From an optimization exercise on the open Yosys and OpenROAD flow, aimed at small area, a short achievable clock period and few clock cycles per item; shortcuts taken in it are not production practice.
At most, simulation tests tie the RTL to the original design; equivalence was not proved.

==> inputs of cedar <==
## dsp_mac_pipe
module dsp_mac_pipe
#(
  parameter int A_W      = 18,
  parameter int B_W      = 18,
  parameter int P_W      = 48,
  parameter bit SATURATE = 1'b0
) (
  input  logic           clk,
  input  logic           rst_n,
  input  logic [A_W-1:0] a,
  input  logic [B_W-1:0] b,
  input  logic [B_W-1:0] d,
  input  logic [P_W-1:0] c,
  input  logic           carryin,
  input  logic           pre_sel,
  input  logic           pre_sub,
  input  logic [1:0]     mode,
  input  logic           in_valid,
  input  logic           in_last,
  output logic           in_ready,
  output logic [P_W-1:0] p,
  output logic           carryout,
  output logic           ovf,
  output logic           out_valid,
  output logic           out_last,
  input  logic           out_ready
);
  if (!dsp_mac_pkg::widths_ok(A_W, B_W, P_W)) begin : g_width_check
    $error("dsp_mac_pipe: P_W must be at least A_W+B_W+1");
  end
  logic adv;
  assign adv      = !out_valid | out_ready;
  assign in_ready = adv;
  logic        psub;
  logic [18:0] dd, bx;
  logic [19:0] xs;
  assign psub = pre_sel & pre_sub;
  assign dd   = pre_sel ? {d[17], d} : 19'd0;
  assign bx   = {b[17], b} ^ {19{psub}};
  assign xs   = {dd, 1'b1} + {bx, psub};
  logic        v1_reg, ci1_reg, last1_reg;
  ...
==> flow/config.mk <==
export PLATFORM = sky130hd
export DESIGN_NAME = dsp_mac_pipe
export DESIGN_NICKNAME = dsp_mac_pipe
export VERILOG_FILES = /design/flow/design.v
export SDC_FILE = /design/flow/constraint.sdc
export NUM_CORES = 4
export LEC_CHECK = 0
export CAP_MARGIN = 20
export CORE_MARGIN = 2
export CORE_UTILIZATION = 40
export SLEW_MARGIN = 20
==> flow/constraint.sdc <==
create_clock -name core_clock -period 7.0 [get_ports {clk}]
set_input_delay 1.4000 -clock core_clock [delete_from_list [all_inputs] [get_ports {clk}]]
set_output_delay 1.4000 -clock core_clock [all_outputs]
set_load 0.01 [all_outputs]
standard.sh (not shown) runs the stock make flow with config.mk's settings and CLKGATE_MAP_FILE= SYNTH_SCRIPT=/design/flow/synth_recipe.tcl, a recipe that flattens the netlist after the stock synthesis.
==> flow/flow/run.sh <==
#!/bin/bash
# Standard ORFS layout of the design, with the port buffers that placement
# inserts on every input and output taken as buf_1 instead of the default.
set -euo pipefail
bash standard.sh "BUFFER_PORTS_ARGS=-buffer_cell sky130_fd_sc_hd__buf_1" finish > orfs_make.log 2>&1
==> ember: changes against cedar <==
==> flow/run.sh (new file) <==
#!/bin/bash
# synth_recipe.tcl (not shown) runs the flow's synth.tcl, then flattens the netlist and writes it again
# the make line also repeats each setting of config.mk as NAME=value (left out here)
make -C /OpenROAD-flow-scripts/flow DESIGN_CONFIG=/design/flow/config.mk WORK_HOME=/design/flow/orfs CLKGATE_MAP_FILE= SYNTH_SCRIPT=/design/flow/synth_recipe.tcl finish
==> flow/config.mk (replaced) <==
export PLATFORM = sky130hd
export DESIGN_NAME = dsp_mac_pipe
export DESIGN_NICKNAME = dsp_mac_pipe
export VERILOG_FILES = /design/flow/design.v
export SDC_FILE = /design/flow/constraint.sdc
export NUM_CORES = 4
export LEC_CHECK = 0
export CAP_MARGIN = 20
export CORE_MARGIN = 2
export CORE_UTILIZATION = 40
export SETUP_SLACK_MARGIN = 1.2
export SLEW_MARGIN = 20
removed: flow/flow/run.sh
removed: flow/standard.sh
==> violet: changes against cedar <==
--- a/flow/design.v
+++ b/flow/design.v
@@ -135,30 +135,23 @@
   assign dd   = pre_sel ? {d[17], d} : 19'd0;
   assign bx   = {b[17], b} ^ {19{psub}};
   assign xs   = {dd, 1'b1} + {bx, psub};
   logic        v1_reg, ci1_reg, last1_reg;
   logic [1:0]  mode1_reg;
   logic [17:0] a1_reg;
   logic [18:0] x1_reg;
   logic [47:0] c1_reg;
-  always_ff @(posedge clk or negedge rst_n) begin
-    if (!rst_n) v1_reg <= 1'b0;
-    else if (adv) v1_reg <= in_valid;
-  end
-  always_ff @(posedge clk) begin
-    if (adv) begin
-      a1_reg    <= a;
-      x1_reg    <= xs[19:1];
-      c1_reg    <= (mode == dsp_mac_pkg::MAC) ? 48'd0 : c;
-      mode1_reg <= mode;
-      ci1_reg   <= carryin;
-      last1_reg <= in_last;
-    end
-  end
+  assign v1_reg    = in_valid;
+  assign a1_reg    = a;
+  assign x1_reg    = xs[19:1];
+  assign c1_reg    = (mode == dsp_mac_pkg::MAC) ? 48'd0 : c;
+  assign mode1_reg = mode;
+  assign ci1_reg   = carryin;
+  assign last1_reg = in_last;
   logic is_acc, accc, msub, ms, ci, produce;
   logic live_reg, sticky_reg;
   logic [47:0] acc_reg;
   assign is_acc  = mode1_reg[0];
   assign accc    = mode1_reg[0] & mode1_reg[1];
   assign msub    = mode1_reg[1] & !mode1_reg[0];
   assign ms      = msub;
   assign ci      = ci1_reg;
==> flow/run.sh (new file) <==
#!/bin/bash
# synth_recipe.tcl (not shown) runs the flow's synth.tcl, then flattens the netlist and writes it again
# the make line also repeats each setting of config.mk as NAME=value (left out here)
make -C /OpenROAD-flow-scripts/flow DESIGN_CONFIG=/design/flow/config.mk WORK_HOME=/design/flow/orfs CLKGATE_MAP_FILE= SYNTH_SCRIPT=/design/flow/synth_recipe.tcl finish
removed: flow/flow/run.sh
removed: flow/standard.sh
==> reports/qor.csv <==
stage;metric;value;unit
outcome;status;timing/DRC/antenna clean;
worst_hold_path;min_from;sticky_reg;
timing;period_minus_slack;6.655;ns
finish;sh_seq_area;25.10;%
critical_path;worst_path_most_repeated_cell;fa_1;
finish;multi_input_area_share;57.78;%
yosys;syn_area;20510;µm²
finish;seq_cell_count;192;
yosys;synth_xor_area_share;10.93;%
place;dpl_worst_slack;0.2857;ns
floorplan;initial_core_util;40.71;%
global_route;grtUsageMet1;26.99;%
drt;routed-via-count;15590;
finish;layout.nonclk_buf_share;5.898;%
timing;hold_ws;0.5598;ns
critical_path;cp_data_required_time;7.26;ns
yosys;synth_top_area_share;27.67;%
[end of results for cedar]
==> reports/qor.csv <==
stage;metric;value;unit
critical_path;cp_data_required_time;7.11;ns
outcome;status;complete, but fails checks;
outcome;failed_checks;setup timing;
timing;layout_setup_ws;-1.615;ns
place;dpl_worst_slack;-2.659;ns
global_route;grtUsageMet1;34.05;%
drt;routed-via-count;16050;
critical_path;worst_path_most_repeated_cell;a21o_1;
timing;setup_violations;75;
floorplan;initial_core_util;40.44;%
worst_hold_path;min_from;sticky_reg;
[end of results for violet]
==> reports/qor.csv <==
stage;metric;value;unit
outcome;status;timing/DRC/antenna clean;
yosys;synth_xor_area_share;10.93;%
critical_path;worst_path_most_repeated_cell;fa_1;
global_route;grtUsageMet1;32.02;%
yosys;synth_top_area_share;27.67;%
timing;period_minus_slack;6.289;ns
finish;layout.nonclk_buf_share;17.07;%
finish;sh_seq_area;20.74;%
place;dpl_worst_slack;0.3241;ns
drt;routed-via-count;16800;
floorplan;initial_core_util;40.71;%
worst_hold_path;min_from;v1_reg;
yosys;syn_area;20510;µm²
[end of results for ember]
Testbench counts of cedar, summed over its fixed seeds: cycles 24,016, items 24,000.
Testbench counts of ember, summed over its fixed seeds: cycles 24,016, items 24,000.
For violet, only the layout was checked, not whether the RTL still works.


==> v36: inputs <==
Starting RTL as in the previous note.
Settings: LEC_CHECK=0, CAP_MARGIN=20, CORE_MARGIN=2, CORE_UTILIZATION=40, SETUP_SLACK_MARGIN=0.6, SLEW_MARGIN=20; clock period 7.0 ns.
run.sh (not shown) runs the stock make flow with config.mk's settings and CLKGATE_MAP_FILE= SYNTH_SCRIPT=/design/flow/synth_recipe.tcl, a recipe that flattens the netlist after the stock synthesis.
Stock flow here: none of the scripts above is used.
==> v21: changes against v36 <==
Settings changed: CORE_UTILIZATION 40 to 60, PLACE_DENSITY set to 0.75, SETUP_SLACK_MARGIN 0.6 to not set.
==> results.ini <==
[placement]
place_area_um2=23040
globalplace.congestion=0.9525

[critical_path]
cpMaxStageDelayCell=fa_1
cp-startpoint=a1_reg[1]$_DFFE_PP_

[global_route]
grt_use_total=0.3251

[floorplanning]
tap_cells=448

[run_status]
outcome=complete, no violations

[clock_network]
clkLatencyLatePin_ns=0.48

That was v21.
==> results.ini <==
[run_status]
outcome=complete, no violations

[clock_network]
clkLatencyLatePin_ns=0.51

[placement]
place_area_um2=23180
globalplace.congestion=0.9229

[global_route]
grt_use_total=0.2316

[critical_path]
cpMaxStageDelayCell=fa_2
cp-startpoint=mode1_reg[0]$_DFFE_PP_

That was v36.
Testbench counts of v36, summed over its fixed seeds: cycles 24,016, items 24,000.
Testbench counts of v21, summed over its fixed seeds: cycles 24,016, items 24,000.


==> build 68: inputs <==
dsp_mac_pipe, a different RTL version from the one above (not shown whole).
clock: 7.0 ns
lec_check: 0
cap_margin: 20
core_margin: 2
core_utilization: 40
slew_margin: 20
==> inputs of trial 58, as changes to build 68 <==
--- a/flow/design.v
+++ b/flow/design.v
@@ -898,34 +898,29 @@
   assign bs227 = 1'b1 ^ c1_reg[46];
   assign bc227 = 1'b1 & c1_reg[46];
   assign sum0 = {1'b1, c1_ns, bc226, bc225, bc224, bc223, bc222, bc221, bc220, bc219, bc218, bs218, bs217, bs216, bs215, bc213, bc212, bs212, bc210, bc209, bc208, bc207, bs207, bc205, bc204, bc203, bc202, bc201, bc200, bc199, bc198, bc197, bc196, bc195, bc194, bc193, bc192, bc191, bc190, bc189, bc188, bc187, bc186, bc185, bc184, bc183, bc182, bc181, bs181};
   assign sum1 = {1'b0, bc227, bs227, bs226, bs225, bs224, bs223, bs222, bs221, bs220, bs219, bc217, bc216, bc215, bc214, bs214, bs213, bc211, bs211, bs210, bs209, bs208, bc206, bs206, bs205, bs204, bs203, bs202, bs201, bs200, bs199, bs198, bs197, bs196, bs195, bs194, bs193, bs192, bs191, bs190, bs189, bs188, bs187, bs186, bs185, bs184, bs183, bs182, ppb[0][0]};
   logic        v2_reg, isacc2_reg, last2_reg, s122_reg;
-  logic [48:0] v2s_reg, v2c_reg;
+  logic [48:0] v2val_reg;
   always_ff @(posedge clk or negedge rst_n) begin
     if (!rst_n) v2_reg <= 1'b0;
     else if (adv) v2_reg <= v1_reg;
   end
   always_ff @(posedge clk) begin
     if (adv) begin
-      v2s_reg    <= sum0;
-      v2c_reg    <= sum1;
+      v2val_reg  <= sum0 + sum1;
       isacc2_reg <= isacc1_reg;
       last2_reg  <= last1_reg;
       s122_reg   <= s121_reg;
     end
   end
   logic        live_reg, sticky_reg;
   logic [47:0] acc_reg, accv;
   logic [48:0] r;
   logic        ovf_now;
   assign accv      = (isacc2_reg & live_reg) ? acc_reg : 48'd0;
-  logic [48:0] a3s, a3c;
-  assign a3s       = v2s_reg ^ v2c_reg ^ {accv[47], accv};
-  assign a3c       = {(v2s_reg[47:0] & v2c_reg[47:0]) | (v2s_reg[47:0] & accv)
-                      | (v2c_reg[47:0] & accv), 1'b0};
-  assign r         = a3s + a3c;
+  assign r         = v2val_reg + {accv[47], accv};
   assign ovf_now   = r[48] ^ r[47];
   assign out_valid = v2_reg & (!isacc2_reg | last2_reg);
   assign p         = r[47:0];
   assign carryout  = r[48] ^ s122_reg ^ accv[47];
   assign ovf       = ovf_now | (isacc2_reg & live_reg & sticky_reg);
==> summary.txt <==
Clock buf count -> 29
Number of fill cells -> 5317
Wirelength per Cell -> 19.1 microns
Number of rows created at floorplan -> 86
Total Routing Usage GR -> 21.4%
Share of cell area taken by multi-input logic gates -> 56.2%
Status -> finished clean
Invs w/o clock -> 305
Maximum fanout count along the critical path -> 16
Sum of met2 wire segment lengths after detailed routing -> 28.0 mm
Sequential cell area share -> 23.6%
Cell Chain, Critical Path -> buf_4 -> and3_1 -> ha_1 -> a21oi_1 -> o21bai_1 -> a21oi_1 -> o221ai_1 -> nand4_1 -> o21ai_0 -> o41ai_2 -> o21ai_0 -> a311oi_1 -> xnor2_1 -> clkdlybuf4s50_1
Sequential cell count -> 203
The numbers above come from trial 58.

==> summary.txt <==
Invs w/o clock -> 443
Number of fill cells -> 5358
Sequential cell area share -> 28.9%
Number of rows created at floorplan -> 87
Total Routing Usage GR -> 19.8%
Sum of met2 wire segment lengths after detailed routing -> 26.2 mm
Share of cell area taken by multi-input logic gates -> 50.2%
Status -> finished clean
Clock buf count -> 32
The numbers above come from build 68.

No functional check of the RTL was part of any run of this note.

re-timing with driven ports:
In the flow no input, the clock included, has a driving cell. The finished layouts below were timed again as built, in two steps. Step 1 (the two cells are an assumption about what drives the block):
set clk [get_ports {clk}]
set_driving_cell -lib_cell sky130_fd_sc_hd__clkbuf_16 $clk
set_driving_cell -lib_cell sky130_fd_sc_hd__buf_2 [delete_from_list [all_inputs] $clk]
Step 2, shift: input delay + t, output delay - t, t = (earliest + latest rising clock arrival at the registers) / 2. This alone moves slack from input paths to output paths. Three values: no drivers, after step 1, after step 2; two values: the first two.
| run | shift t [ns] | setup WS [ns] | clock arrival spread, ns | worst slew at a driven data input, ns |
|---|---|---|---|---|
| cedar | 0.570 | 0.345 / 0.345 / 0.345 | 0.019 / 0.019 | 0.13 |
| ember | 0.555 | 0.711 / 0.711 / 0.711 | 0.016 / 0.016 | 0.07 |
| violet | 0.405 | -1.615 / -1.642 / -2.048 | 0.014 / 0.015 | 0.07 |
| v36 | 0.566 | 0.735 / 0.735 / 0.735 | 0.017 / 0.017 | 0.12 |
| v21 | 0.522 | 0.365 / 0.365 / 0.365 | 0.023 / 0.023 | 0.05 |
| build 68 | 0.619 | 0.240 / 0.183 / 0.801 | 0.015 / 0.015 | 0.06 |
| trial 58 | 0.613 | 0.396 / 0.337 / 0.448 | 0.015 / 0.015 | 0.07 |
For violet, which loses most, drivers alone change the setup slack by -0.027 ns; drivers and shift together by -0.433 ns.
